Context: an optimization exercise on an open-source flow, tuned for a short achievable clock period and few clock cycles. The choices shown serve that exercise and are no tape-out recipe. The RTL was checked by simulation tests, not by an equivalence proof against the original design. No activity file was given, so power comes from the tool's default toggle rates.

$ cat flow/config.mk
export PLATFORM = sky130hd
export DESIGN_NAME = fixed_block_pool_allocator
export DESIGN_NICKNAME = fixed_block_pool_allocator
export VERILOG_FILES = /design/flow/design.v
export SDC_FILE = /design/flow/constraint.sdc
export NUM_CORES = 4
export LEC_CHECK = 0
export ABC_CLOCK_PERIOD_IN_PS = 2500
export CAP_MARGIN = 20
export CORE_MARGIN = 2
export CORE_UTILIZATION = 40
export PLACE_DENSITY = 0.5
export SLEW_MARGIN = 20
export TNS_END_PERCENT = 10
$ cat flow/constraint.sdc
create_clock -name core_clock -period 10.0 [get_ports {clk}]
set_input_delay 2.0000 -clock core_clock [delete_from_list [all_inputs] [get_ports {clk}]]
set_output_delay 2.0000 -clock core_clock [all_outputs]
set_load 0.01 [all_outputs]
$ cat flow/design.v
package fbpa_pkg;
    localparam int DEF_MAX_BLOCKS = 256;
    localparam int ADDR_W         = 32;
    localparam int SIZE_W         = 16;
    localparam int COUNT_W        = 9;
    localparam int STRIDE_W       = 17;
    localparam int SQ_W           = 15;    
    localparam int FUNC_W         = 2;
    localparam int IN_TDATA_W     = 40;
    localparam int OUT_TDATA_W    = 40;
    localparam int CFG_IDX_W      = 2;
    localparam int IDX_W          = 9;     
    localparam logic [ADDR_W-1:0]   FIRST_DATA = 32'd16;
    localparam logic [CFG_IDX_W-1:0] REG_BASE_ADDRESS = 2'd0;
    localparam logic [CFG_IDX_W-1:0] REG_BLOCK_SIZE   = 2'd1;
    localparam logic [CFG_IDX_W-1:0] REG_BLOCK_COUNT  = 2'd2;
    localparam logic [ADDR_W-1:0]  RST_BASE_ADDRESS = 32'd0;
    localparam logic [SIZE_W-1:0]  RST_BLOCK_SIZE   = 16'd4;
    localparam logic [COUNT_W-1:0] RST_BLOCK_COUNT  = 9'd1;
    localparam logic [FUNC_W-1:0] FUNC_ALLOC   = 2'd0;
    localparam logic [FUNC_W-1:0] FUNC_FREE    = 2'd1;
    localparam logic [FUNC_W-1:0] FUNC_REBUILD = 2'd2;
    localparam logic [FUNC_W-1:0] FUNC_NOP     = 2'd3;
    localparam logic [IDX_W-1:0] END_MARK = 9'd256;
    localparam int CREDITS  = 14;
    localparam int FIFO_AW  = 4;
endpackage
import fbpa_pkg::*;
module fbpa_div (
    input  logic                          clk,
    input  logic                          rst_n,
    input  logic                          v1,
    input  logic [fbpa_pkg::FUNC_W-1:0]   func1,
    input  logic [fbpa_pkg::ADDR_W-1:0]   off1,        
    input  logic                          ge1,         
    input  logic [fbpa_pkg::SQ_W-1:0]     sq,          
    input  logic [fbpa_pkg::SQ_W+1:0]     sq3,         
    input  logic [fbpa_pkg::IDX_W-1:0]    count,       
    output logic                          v6,
    output logic                          alloc6,      
    output logic                          set6,        
    output logic [fbpa_pkg::IDX_W-1:0]    setval6,     
    output logic                          rb6,         
    output logic                          okna6,       
    output logic [15:0]                   qhi6,        
    output logic [15:0]                   qlo6         
);
    logic              v2, v3, v4, v5;
    logic [1:0]        func2, func3, func4, func5;
    logic              pre2, pre3, pre4, pre5;
    logic [SQ_W-1:0]   rem2, rem3, rem4, rem5;
    logic [5:0]        lo2;           
    logic [3:0]        lo3;
    logic [1:0]        lo4;
    logic [1:0]        q2;
    logic [3:0]        q3;
    logic [5:0]        q4;
    logic [7:0]        q5;
    logic              qlt5, qeq5;    
    logic [SQ_W-1:0]   r2, r3, r4, r5;
    logic [1:0]        d2, d3, d4, d5;
    logic inrange1;
    assign inrange1 = (off1[31:25] == '0) && (off1[24:10] < sq);
    fbpa_div_step u_s2 (.rem(off1[24:10]), .bits(off1[9:8]), .sq(sq), .sq3(sq3), .q(d2), .rem_out(r2));
    fbpa_div_step u_s3 (.rem(rem2),        .bits(lo2[5:4]),  .sq(sq), .sq3(sq3), .q(d3), .rem_out(r3));
    fbpa_div_step u_s4 (.rem(rem3),        .bits(lo3[3:2]),  .sq(sq), .sq3(sq3), .q(d4), .rem_out(r4));
    fbpa_div_step u_s5 (.rem(rem4),        .bits(lo4[1:0]),  .sq(sq), .sq3(sq3), .q(d5), .rem_out(r5));
    always_ff @(posedge clk or negedge rst_n)
    begin
        if (!rst_n)
        begin
            v2 <= 1'b0;
            v3 <= 1'b0;
            v4 <= 1'b0;
            v5 <= 1'b0;
        end
        else
        begin
            v2 <= v1;
            v3 <= v2;
            v4 <= v3;
            v5 <= v4;
        end
    end
    always_ff @(posedge clk)
    begin
        func2 <= func1;
        pre2  <= (func1 == FUNC_FREE) && ge1 && (off1[1:0] == 2'b00) && inrange1;
        rem2  <= r2;
        q2    <= d2;
        lo2   <= off1[7:2];
        func3 <= func2;
        pre3  <= pre2;
        rem3  <= r3;
        q3    <= {q2, d3};
        lo3   <= lo2[3:0];
        func4 <= func3;
        pre4  <= pre3;
        rem4  <= r4;
        q4    <= {q3, d4};
        lo4   <= lo3[1:0];
        func5 <= func4;
        pre5  <= pre4;
        rem5  <= r5;
        q5    <= {q4, d5};
        qlt5  <= {1'b0, q4} < count[8:2];
        qeq5  <= {1'b0, q4} == count[8:2];
    end
    logic       fok5;
    logic [8:0] qx5;
    assign qx5  = {1'b0, q5};
    assign fok5 = pre5 && (rem5 == '0) && (qlt5 || (qeq5 && (q5[1:0] < count[1:0])));
    always_ff @(posedge clk or negedge rst_n)
    begin
        if (!rst_n)
            v6 <= 1'b0;
        else
            v6 <= v5;
    end
    always_ff @(posedge clk)
    begin
        alloc6  <= v5 && (func5 == FUNC_ALLOC);
        set6    <= v5 && (fok5 || (func5 == FUNC_REBUILD));
        setval6 <= fok5 ? qx5 : ((count == '0) ? END_MARK : '0);
        rb6     <= v5 && (func5 == FUNC_REBUILD) && (count != '0);
        okna6   <= fok5 || (func5 == FUNC_REBUILD);
        for (int i = 0; i < 16; i++)
        begin
            qhi6[i] <= v5 && fok5 && (q5[7:4] == 4'(i));
            qlo6[i] <= (q5[3:0] == 4'(i));
        end
    end
endmodule
module fbpa_div_step (
    input  logic [fbpa_pkg::SQ_W-1:0]   rem,
    input  logic [1:0]                  bits,
    input  logic [fbpa_pkg::SQ_W-1:0]   sq,
    input  logic [fbpa_pkg::SQ_W+1:0]   sq3,
    output logic [1:0]                  q,
    output logic [fbpa_pkg::SQ_W-1:0]   rem_out
);
    localparam int W = fbpa_pkg::SQ_W + 3;
    logic [W-1:0] t, s1, s2, s3;
    assign t  = {1'b0, rem, bits};
    assign s1 = t - W'(sq);
    assign s2 = t - W'({sq, 1'b0});
    assign s3 = t - W'(sq3);
    always_comb
    begin
        if (!s3[W-1])
        begin
            q       = 2'd3;
            rem_out = s3[fbpa_pkg::SQ_W-1:0];
        end
        else if (!s2[W-1])
        begin
            q       = 2'd2;
            rem_out = s2[fbpa_pkg::SQ_W-1:0];
        end
        else if (!s1[W-1])
        begin
            q       = 2'd1;
            rem_out = s1[fbpa_pkg::SQ_W-1:0];
        end
        else
        begin
            q       = 2'd0;
            rem_out = t[fbpa_pkg::SQ_W-1:0];
        end
    end
endmodule
import fbpa_pkg::*;
module fbpa_front (
    input  logic                             clk,
    input  logic                             rst_n,
    input  logic                             s_tvalid,
    output logic                             s_tready,
    input  logic [fbpa_pkg::IN_TDATA_W-1:0]  s_tdata,
    input  logic [fbpa_pkg::ADDR_W-1:0]      low,        
    input  logic                             pop,        
    output logic                             v1,
    output logic [fbpa_pkg::FUNC_W-1:0]      func1,
    output logic [fbpa_pkg::ADDR_W-1:0]      off1,       
    output logic                             ge1         
);
    localparam int CW = 6;
    logic          busy_reg;      
    logic [CW-1:0] total_reg;
    logic [CW-1:0] t_inc, t_dec;
    logic          r_same, r_inc, r_dec;
    logic          push;
    logic [ADDR_W:0] diff;
    assign diff = {1'b0, s_tdata[FUNC_W+ADDR_W-1:FUNC_W]} - {1'b0, low};
    assign push = s_tvalid && !busy_reg;
    assign t_inc  = total_reg + 1'b1;
    assign t_dec  = total_reg - 1'b1;
    assign r_same = (total_reg < CW'(CREDITS));
    assign r_inc  = (t_inc < CW'(CREDITS));
    assign r_dec  = (t_dec < CW'(CREDITS));
    always_ff @(posedge clk or negedge rst_n)
    begin
        if (!rst_n)
        begin
            busy_reg  <= 1'b0;
            total_reg <= '0;
            v1        <= 1'b0;
        end
        else
        begin
            v1 <= push;
            if (push && !pop)
            begin
                total_reg <= t_inc;
                busy_reg  <= !r_inc;
            end
            else if (!push && pop)
            begin
                total_reg <= t_dec;
                busy_reg  <= !r_dec;
            end
            else
            begin
                busy_reg  <= !r_same;
            end
        end
    end
    always_ff @(posedge clk)
    begin
        func1 <= s_tdata[FUNC_W-1:0];
        off1  <= diff[ADDR_W-1:0];
        ge1   <= !diff[ADDR_W];
    end
    assign s_tready = !busy_reg;
endmodule
import fbpa_pkg::*;
module fbpa_back (
    input  logic                             clk,
    input  logic                             rst_n,
    input  logic                             v6,
    input  logic                             alloc6,
    input  logic                             set6,
    input  logic [fbpa_pkg::IDX_W-1:0]       setval6,
    input  logic                             rb6,
    input  logic                             okna6,
    input  logic [15:0]                      qhi6,        
    input  logic [15:0]                      qlo6,        
    input  logic [16:0]                      cnt_gt_hi,   
    input  logic [16:0]                      cnt_eq_hi,   
    input  logic [15:0]                      cnt_gt_lo,   
    input  logic [15:0]                      cnt_eq_lo,   
    input  logic [fbpa_pkg::ADDR_W-1:0]      low,
    input  logic [fbpa_pkg::SQ_W-1:0]        sq,
    input  logic [fbpa_pkg::SQ_W+1:0]        sq3,
    output logic                             m_tvalid,
    input  logic                             m_tready,
    output logic [fbpa_pkg::OUT_TDATA_W-1:0] m_tdata,
    output logic                             pop
);
    logic [IDX_W-1:0] head_reg;
    logic [IDX_W-1:0] rd;
    logic [255:0][IDX_W-1:0] link;
    logic [63:0][IDX_W-1:0]  rd1;
    logic [15:0][IDX_W-1:0]  rd2;
    logic [3:0][IDX_W-1:0]   rd3;
    logic             alloc_hit;
    logic [IDX_W-1:0] head_n_reg;   
    logic [IDX_W-1:0] head_next;
    genvar gi;
    generate
        for (gi = 0; gi < 256; gi++)
        begin : g_link
            logic [IDX_W-1:0] l;
            logic             below;    
            logic             last;     
            assign below = cnt_gt_hi[gi / 16] || (cnt_eq_hi[gi / 16] && cnt_gt_lo[gi % 16]);
            if ((gi % 16) == 15)
                assign last = cnt_eq_hi[gi / 16 + 1] && cnt_eq_lo[0];
            else
                assign last = cnt_eq_hi[gi / 16] && cnt_eq_lo[(gi % 16) + 1];
            always_ff @(posedge clk)
            begin
                if (qhi6[gi / 16] && qlo6[gi % 16])
                    l <= ~head_n_reg;
                else if (rb6 && below)
                    l <= last ? END_MARK : IDX_W'(gi + 1);
            end
            assign link[gi] = l;
        end
        for (gi = 0; gi < 64; gi++)
        begin : g_rd1
            assign rd1[gi] = head_reg[1] ? (head_reg[0] ? link[4*gi+3] : link[4*gi+2])
                                         : (head_reg[0] ? link[4*gi+1] : link[4*gi]);
        end
        for (gi = 0; gi < 16; gi++)
        begin : g_rd2
            assign rd2[gi] = head_reg[3] ? (head_reg[2] ? rd1[4*gi+3] : rd1[4*gi+2])
                                         : (head_reg[2] ? rd1[4*gi+1] : rd1[4*gi]);
        end
        for (gi = 0; gi < 4; gi++)
        begin : g_rd3
            assign rd3[gi] = head_reg[5] ? (head_reg[4] ? rd2[4*gi+3] : rd2[4*gi+2])
                                         : (head_reg[4] ? rd2[4*gi+1] : rd2[4*gi]);
        end
    endgenerate
    assign rd = head_reg[7] ? (head_reg[6] ? rd3[3] : rd3[2])
                            : (head_reg[6] ? rd3[1] : rd3[0]);
    assign alloc_hit = alloc6 && !head_reg[8];
    always_comb
    begin
        if (alloc_hit)
            head_next = rd;
        else if (set6)
            head_next = setval6;
        else
            head_next = head_reg;
    end
    always_ff @(posedge clk or negedge rst_n)
    begin
        if (!rst_n)
        begin
            head_reg   <= END_MARK;
            head_n_reg <= ~END_MARK;
        end
        else
        begin
            head_reg   <= head_next;
            head_n_reg <= ~head_next;
        end
    end
    logic              v7, v8;
    logic              aok7;
    logic              ok7, ok8;
    logic [18:0]       pl7, ph7;
    logic [ADDR_W-1:0] addr8;
    logic [7:0]        head_idx;
    logic [3:0][SQ_W+1:0] pp;
    assign head_idx = ~head_n_reg[7:0];
    always_comb
    begin
        for (int k = 0; k < 4; k++)
        begin
            case (head_idx[2*k +: 2])
                2'd0:    pp[k] = '0;
                2'd1:    pp[k] = {2'b0, sq};
                2'd2:    pp[k] = {1'b0, sq, 1'b0};
                default: pp[k] = sq3;
            endcase
        end
    end
    always_ff @(posedge clk or negedge rst_n)
    begin
        if (!rst_n)
        begin
            v7 <= 1'b0;
            v8 <= 1'b0;
        end
        else
        begin
            v7 <= v6;
            v8 <= v7;
        end
    end
    always_ff @(posedge clk)
    begin
        aok7  <= alloc_hit;
        ok7   <= alloc6 ? !head_reg[8] : okna6;
        pl7   <= 19'(pp[0]) + {pp[1], 2'b00};
        ph7   <= 19'(pp[2]) + {pp[3], 2'b00};
        ok8   <= ok7;
        addr8 <= aok7 ? (low + {11'b0, pl7, 2'b00} + {7'b0, ph7, 6'b0}) : '0;
    end
    logic [(1 << FIFO_AW)-1:0][ADDR_W:0] fifo;
    logic [FIFO_AW-1:0]    wp_reg, rp_reg, rp_inc;
    logic [FIFO_AW:0]      fcnt_reg, fc_hold, fc_pop;
    logic                  ov_reg;
    logic [ADDR_W:0]       od_reg;
    logic [ADDR_W:0]       wdata;
    logic [ADDR_W:0]       cand_hold, cand_pop;
    assign wdata  = {ok8, addr8};
    assign rp_inc = rp_reg + 1'b1;
    assign pop    = ov_reg && m_tready;
    always_ff @(posedge clk)
    begin
        if (v8)
            fifo[wp_reg] <= wdata;
    end
    assign fc_hold   = fcnt_reg + {{FIFO_AW{1'b0}}, v8};
    assign fc_pop    = fc_hold - 1'b1;
    assign cand_hold = (fcnt_reg == '0) ? wdata : fifo[rp_reg];
    assign cand_pop  = (fcnt_reg == (FIFO_AW+1)'(1)) ? wdata : fifo[rp_inc];
    always_ff @(posedge clk or negedge rst_n)
    begin
        if (!rst_n)
        begin
            wp_reg   <= '0;
            rp_reg   <= '0;
            fcnt_reg <= '0;
            ov_reg   <= 1'b0;
        end
        else
        begin
            if (v8)
                wp_reg <= wp_reg + 1'b1;
            if (pop)
            begin
                rp_reg   <= rp_inc;
                fcnt_reg <= fc_pop;
                ov_reg   <= (fc_pop != '0);
            end
            else
            begin
                fcnt_reg <= fc_hold;
                ov_reg   <= (fc_hold != '0);
            end
        end
    end
    always_ff @(posedge clk)
    begin
        od_reg <= pop ? cand_pop : cand_hold;
    end
    assign m_tvalid = ov_reg;
    assign m_tdata  = {{(OUT_TDATA_W - ADDR_W - 1){1'b0}}, od_reg};
endmodule
import fbpa_pkg::*;
module fixed_block_pool_allocator #(
    parameter int MAX_BLOCKS = fbpa_pkg::DEF_MAX_BLOCKS
) (
    input  logic                             clk,
    input  logic                             rst_n,
    input  logic                             s_tvalid,
    output logic                             s_tready,
    input  logic [fbpa_pkg::IN_TDATA_W-1:0]  s_tdata,    
    output logic                             m_tvalid,
    input  logic                             m_tready,
    output logic [fbpa_pkg::OUT_TDATA_W-1:0] m_tdata,    
    input  logic                             cfg_we,
    input  logic [fbpa_pkg::CFG_IDX_W-1:0]   cfg_index,
    input  logic [fbpa_pkg::ADDR_W-1:0]      cfg_data
);
    logic [COUNT_W-1:0]  block_count_reg;
    localparam logic [SQ_W-1:0] RST_SQ = SQ_W'((RST_BLOCK_SIZE + 16'd3) >> 2) + 1'b1;
    logic [ADDR_W-1:0] low_reg;
    logic [SQ_W-1:0]   sq_x_reg;
    logic [SQ_W-1:0]   sq_reg;
    always_ff @(posedge clk or negedge rst_n)
    begin
        if (!rst_n)
        begin
            block_count_reg  <= RST_BLOCK_COUNT;
            low_reg          <= RST_BASE_ADDRESS + FIRST_DATA;
            sq_x_reg         <= '0;
        end
        else if (cfg_we)
        begin
            case (cfg_index)
                REG_BASE_ADDRESS: low_reg <= cfg_data + FIRST_DATA;
                REG_BLOCK_SIZE:   sq_x_reg <= (SQ_W'(({1'b0, cfg_data[SIZE_W-1:0]} + 17'd3) >> 2) + 1'b1) ^ RST_SQ;
                REG_BLOCK_COUNT:  block_count_reg <= cfg_data[COUNT_W-1:0];
                default:          ;
            endcase
        end
    end
    assign sq_reg = sq_x_reg ^ RST_SQ;
    logic [SQ_W+1:0]   sq3_reg;
    logic [IDX_W-1:0]  count_cfg;
    logic [16:0]       cnt_gt_hi;    
    logic [16:0]       cnt_eq_hi;    
    logic [15:0]       cnt_gt_lo;    
    logic [15:0]       cnt_eq_lo;    
    logic [IDX_W-1:0]  count_reg;
    assign count_cfg = block_count_reg[8] ? END_MARK : block_count_reg;
    always_ff @(posedge clk)
    begin
        sq3_reg   <= {1'b0, sq_reg, 1'b0} + {2'b0, sq_reg};
        count_reg <= count_cfg;
        for (int a = 0; a < 17; a++)
        begin
            cnt_gt_hi[a] <= (count_cfg[8:4] > 5'(a));
            cnt_eq_hi[a] <= (count_cfg[8:4] == 5'(a));
        end
        for (int b = 0; b < 16; b++)
        begin
            cnt_gt_lo[b] <= (count_cfg[3:0] > 4'(b));
            cnt_eq_lo[b] <= (count_cfg[3:0] == 4'(b));
        end
    end
    logic                v1;
    logic [FUNC_W-1:0]   func1;
    logic [ADDR_W-1:0]   off1;
    logic                ge1;
    logic                pop;
    logic                v6, alloc6, set6, rb6, okna6;
    logic [IDX_W-1:0]    setval6;
    logic [15:0]         qhi6;
    logic [15:0]         qlo6;
    fbpa_front u_front (
        .clk      (clk),
        .rst_n    (rst_n),
        .s_tvalid (s_tvalid),
        .s_tready (s_tready),
        .s_tdata  (s_tdata),
        .low      (low_reg),
        .pop      (pop),
        .v1       (v1),
        .func1    (func1),
        .off1     (off1),
        .ge1      (ge1)
    );
    fbpa_div u_div (
        .clk     (clk),
        .rst_n   (rst_n),
        .v1      (v1),
        .func1   (func1),
        .off1    (off1),
        .ge1     (ge1),
        .sq      (sq_reg),
        .sq3     (sq3_reg),
        .count   (count_reg),
        .v6      (v6),
        .alloc6  (alloc6),
        .set6    (set6),
        .setval6 (setval6),
        .rb6     (rb6),
        .okna6   (okna6),
        .qhi6    (qhi6),
        .qlo6    (qlo6)
    );
    fbpa_back u_back (
        .clk      (clk),
        .rst_n    (rst_n),
        .v6       (v6),
        .alloc6   (alloc6),
        .set6     (set6),
        .setval6  (setval6),
        .rb6      (rb6),
        .okna6    (okna6),
        .qhi6     (qhi6),
        .qlo6     (qlo6),
        .cnt_gt_hi (cnt_gt_hi),
        .cnt_eq_hi (cnt_eq_hi),
        .cnt_gt_lo (cnt_gt_lo),
        .cnt_eq_lo (cnt_eq_lo),
        .low      (low_reg),
        .sq       (sq_reg),
        .sq3      (sq3_reg),
        .m_tvalid (m_tvalid),
        .m_tready (m_tready),
        .m_tdata  (m_tdata),
        .pop      (pop)
    );
endmodule
$ cat flow/flow/run.sh
#!/bin/bash
# The standard layout, with two changes to how it is made:
# - timing repair aims at a setup slack of 6.5 ns (a 3.5 ns period) instead of
#   stopping once the 10 ns clock is met;
# - the port buffers are buf_4 cells rather than the delay cells buffer_ports
#   picks by default.
# make's output goes to standard.log; each ORFS step keeps its own log under orfs/logs.
set -euo pipefail
bash standard.sh SETUP_SLACK_MARGIN=6.5 "BUFFER_PORTS_ARGS=-buffer_cell sky130_fd_sc_hd__buf_4" finish > standard.log 2>&1
$ cat flow/standard.sh
#!/bin/bash
# synth_recipe.tcl (not shown) runs the flow's synth.tcl, then flattens the netlist and writes it again
# the make line also repeats each setting of config.mk as NAME=value (left out here)
make -C /OpenROAD-flow-scripts/flow DESIGN_CONFIG=/design/flow/config.mk WORK_HOME=/design/flow/orfs CLKGATE_MAP_FILE= SYNTH_SCRIPT=/design/flow/synth_recipe.tcl "${@:-finish}"
==> flow_metrics.tcl <==
set metrics [dict create \
    dp_hpwl_um 356800 \
    power_switching_mw 22.13 \
    clkTransAtPathRegs_ns 0.06 \
    synth-seq-cells 3315 \
    drt_first_pass_iters 8 \
    grt_setup_unrepaired "yes" \
    r2r-end "u_back.fifo[41]$_DFFE_PP_" \
    start_util_pct 40.11 \
    netSwitchingFraction_pct 38.91 \
    crit_slowest_cell "nand3_1" \
    die_w_um 649.9 \
    cp-endpoint "u_back.fifo[41]$_DFFE_PP_" \
    viasPerCell 6.401 \
    use_met3_pct 5.099 \
    wl_per_cell_um 32.64 \
    r2r_cells 5 \
    arrival_ns 4.54 \
    largest_reg_flops 2304 \
    stdcell_count 18340 \
    cts_buffers 377 \
    vias 117400 \
    required_ns 10.76 \
    reg2reg_from "u_back.wp_reg[0]$_DFFE_PN0P_" \
    drc 0 \
    leakagePower_nw 66.15 \
    status "timing/DRC/antenna clean" \
    io_buffers 107 \
    p_seq_share_pct 31.9 \
    place.gp.congestion 0.8659 \
    ir_drop_v 0.0002230 \
    grt_start_max_net_pins 174 \
    startpoint_type "flip-flop" \
    cp_max_fo 16 \
    yosysMostFrequentCell "edfxtp_1" \
    drv_cap 0 \
    syn_area_per_cell_sq_um 13.12 \
    grt.total_usage_pct 27.48 \
    yosys-top-cells-count "2832 x edfxtp_1, 1376 x nor2_1, 1055 x mux4_2" \
    powerDensity_nw_per_um2 301.0 \
    relSlewSlack_pct 17.70 \
    use_met2_pct 43.70 \
    grt_overflow 0 \
    synth_edf_count 2832 \
    antenna_found_initial 47 \
    critPathCaptureType "flip-flop" \
    syn_inst 12720 \
    ys_seq_area_share_pct 57.08 \
    cts_tree "yes" \
    slew_viol_final 0 \
    synthTopCellsByArea "edfxtp_1 51%, mux4_2 14%, dfxtp_1 4.6%" \
    crit_chain "inv_1, ha_1, mux2i_1, nand3_1, o21ai_0" \
    fp.coreArea_sq_um 416000 \
    crit_type "reg -> reg" \
    drive_gt1_share_pct 20.42 \
    finalSetupTns_ns 0 \
    final_hold_viol_count 0 \
    clockPowerShare_pct 24.6 \
    clk_latency_ns 1.00 \
    num_rows 237 \
    clock.fmax_mhz 265.0 \
    clock-sinks 3315 \
    htree_levels 5 \
    fin_worst_skew_ns 0.08842 \
    grt_pass1_wl_um 846600 \
    num_io_pins 121 \
    yosysTopAreaCellShare_pct 50.97 \
    p_int_mw 34.74 \
    synth.distinct_cells 86 \
    setup_viol 0 \
    finalCritPeriodShare_pct 37.74 \
    grt_pass1_vias 114900 \
    syn2layout_area_growth_pct 13.21 \
    worstMarginPinSlew_ns 1.235 \
    fin_crit_ns 3.774 \
    ant_nets 0 \
    wl_um 598500 \
    first_iter_violations 15560 \
    busiest_layer "met2" \
    final_nets 12900 \
    r2r_slack_ns 6.23 \
    cts_buffer_depth 4 \
    pwr-share-comb_pct 43.5 \
    yosys.area.top_type "edfxtp_1" \
    root_buffer "clkbuf_16" \
    hp-class "reg -> reg" \
    ys.flop_type "edfxtp_1" \
    startpoint "u_back.wp_reg[0]$_DFFE_PN0P_" \
    die_area_sq_um 422300 \
    syn_area_sq_um 166900 \
    async_flop_share_pct 3.107 \
    yosysWarningCount 5 \
    grt_use_met1_pct 37.85 \
    dieHeight_um 649.9 \
    dp.cells 17360 \
    crit_path_max_incr_delay_ns 1.04 \
]
==> metrics by stage <==
step | power [mW] | utilization (%) | hold slack (ns) | instance area (sq um) | worst slack [ns]
5_1_grt | 59.02 | 45.37 | 0.3293 | 188800 | 6.109
3_5_place_dp | 40.71 | 41.42 | 0.3121 | 172300 | 4.820
2_1_floorplan | 33.16 | - | 0.3096 | 166900 | 4.456
6_report | 56.87 | 45.41 | 0.3172 | 188900 | 6.226
4_1_cts | 56.20 | 44.99 | 0.3169 | 187200 | 6.197
3_3_place_gp | 40.47 | 41.40 | 0.3131 | 172300 | 4.827
==> timing repair <==
action | in CTS | in global routing
gates resized for setup | 167 | 168
setup buffers | 64 | 104
pin swaps | 15 | 52
hold buffers | 0 | 0
cloned | 35 | 4
endpoints found under the hold margin | 0 | 0
setup endpoints to repair | 623 | 497
==> critical path: cells and delay by family, from the launching register on <==
kind	cells	cell delay, ns
simple gates	1	1.04
mux	1	0.79
flops	1	0.57
compound gates	1	0.50
fa+ha+maj	1	0.43
buf+inv	1	0.21
==> cells in the final DEF, fill, tap and decap left out, types with 318 or more instances in the layout <==
cell / count
edfxtp_1: 2832
nor2_1: 1362
mux4_2: 1055
nand2_1: 932
a31oi_1: 763
a21oi_1: 480
buf_4: 399
clkbuf_16: 393
ha_1: 324
nand3_1: 318
==> area by class of cell <==
class / count / area, sq um
Multi-Input combinational cell: 8037 / 67380
Inverter: 181 / 719.4
Tap cell: 5497 / 6878
Antenna cell: 69 / 172.7
Timing Repair Buffer: 539 / 6027
Sequential cell: 3315 / 95450
Clock inverter: 195 / 1798
Fill cell: 36830 / 227100
Clock buffer: 502 / 10480
==> power groups by stage <==
stage	logic [mW]	clock network (mW)	registers, mW
2_1_floorplan	15.6	0	17.6
3_3_place_gp	21.8	0	18.7
3_5_place_dp	22.0	0	18.7
4_1_cts	23.9	14.2	18.2
5_1_grt	26.1	14.7	18.3
6_report	24.7	14.0	18.2
==> metal layers <==
| metal | routed length, um | vias to the layer above | share of wire (%) |
|---|---|---|---|
| met5 | 33 | - | 0.0055 |
| met4 | 22160 | 4 | 3.7 |
| met3 | 58240 | 1120 | 9.7 |
| met2 | 279000 | 6709 | 47 |
| met1 | 239100 | 60660 | 40 |
| li1 | - | 48870 | - |
==> worst min path at each step <==
stage / from / end / cells after the start / slack (ns)
5_1_grt: u_div.func2[0]$_DFF_P_ / u_div.func3[0]$_DFF_P_ / 0 / 0.33
2_1_floorplan: u_back.ok7$_DFF_P_ / u_back.ok8$_DFF_P_ / 0 / 0.31
3_3_place_gp: u_div.func4[0]$_DFF_P_ / u_div.func5[0]$_DFF_P_ / 0 / 0.31
3_5_place_dp: u_div.lo3[1]$_DFF_P_ / u_div.lo4[1]$_DFF_P_ / 0 / 0.31
6_report: u_div.q3[2]$_DFF_P_ / u_div.q4[4]$_DFF_P_ / 0 / 0.32
4_1_cts: u_div.q3[2]$_DFF_P_ / u_div.q4[4]$_DFF_P_ / 0 / 0.32
==> cell families after synthesis <==
family                   synth area share (%)
AND/OR/NAND/NOR                         9.042
flip-flops                              57.08
AO/OA/AOI/OAI                           10.39
buffers and inverters                   3.178
multiplexers                            16.00
adder cells (fa/ha/maj)                 2.888
XOR/XNOR                                1.422
other                                0.002247
Testbench counts, summed over its fixed seeds: cycles 24,480.

re-timing with driven ports:
No port has a modelled driver above. Below, the same layout with a new extraction and two added sets of constraints.
Step 1 assumes that a clkbuf_16 drives the clock port and a buf_2 every other input.
Step 2 times the ports against the registers' clock, not the clock port: input delays grow and output delays shrink by t, the midpoint of the rising clock arrivals with the driver on.
a / b / c = ideal / step 1 / step 2; a / b = the first two.
t (ns): 1.069
setup WS [ns]: 6.226 / 6.195 / 5.318
hold slack, ns: 0.317 / 0.317 / 0.317
worst setup path at the end: input to register
cell pins on the clock port's net: 1
After both steps setup and hold are still met in this run. For this run, drivers alone change the setup slack by -0.031 ns; drivers and shift together by -0.908 ns.
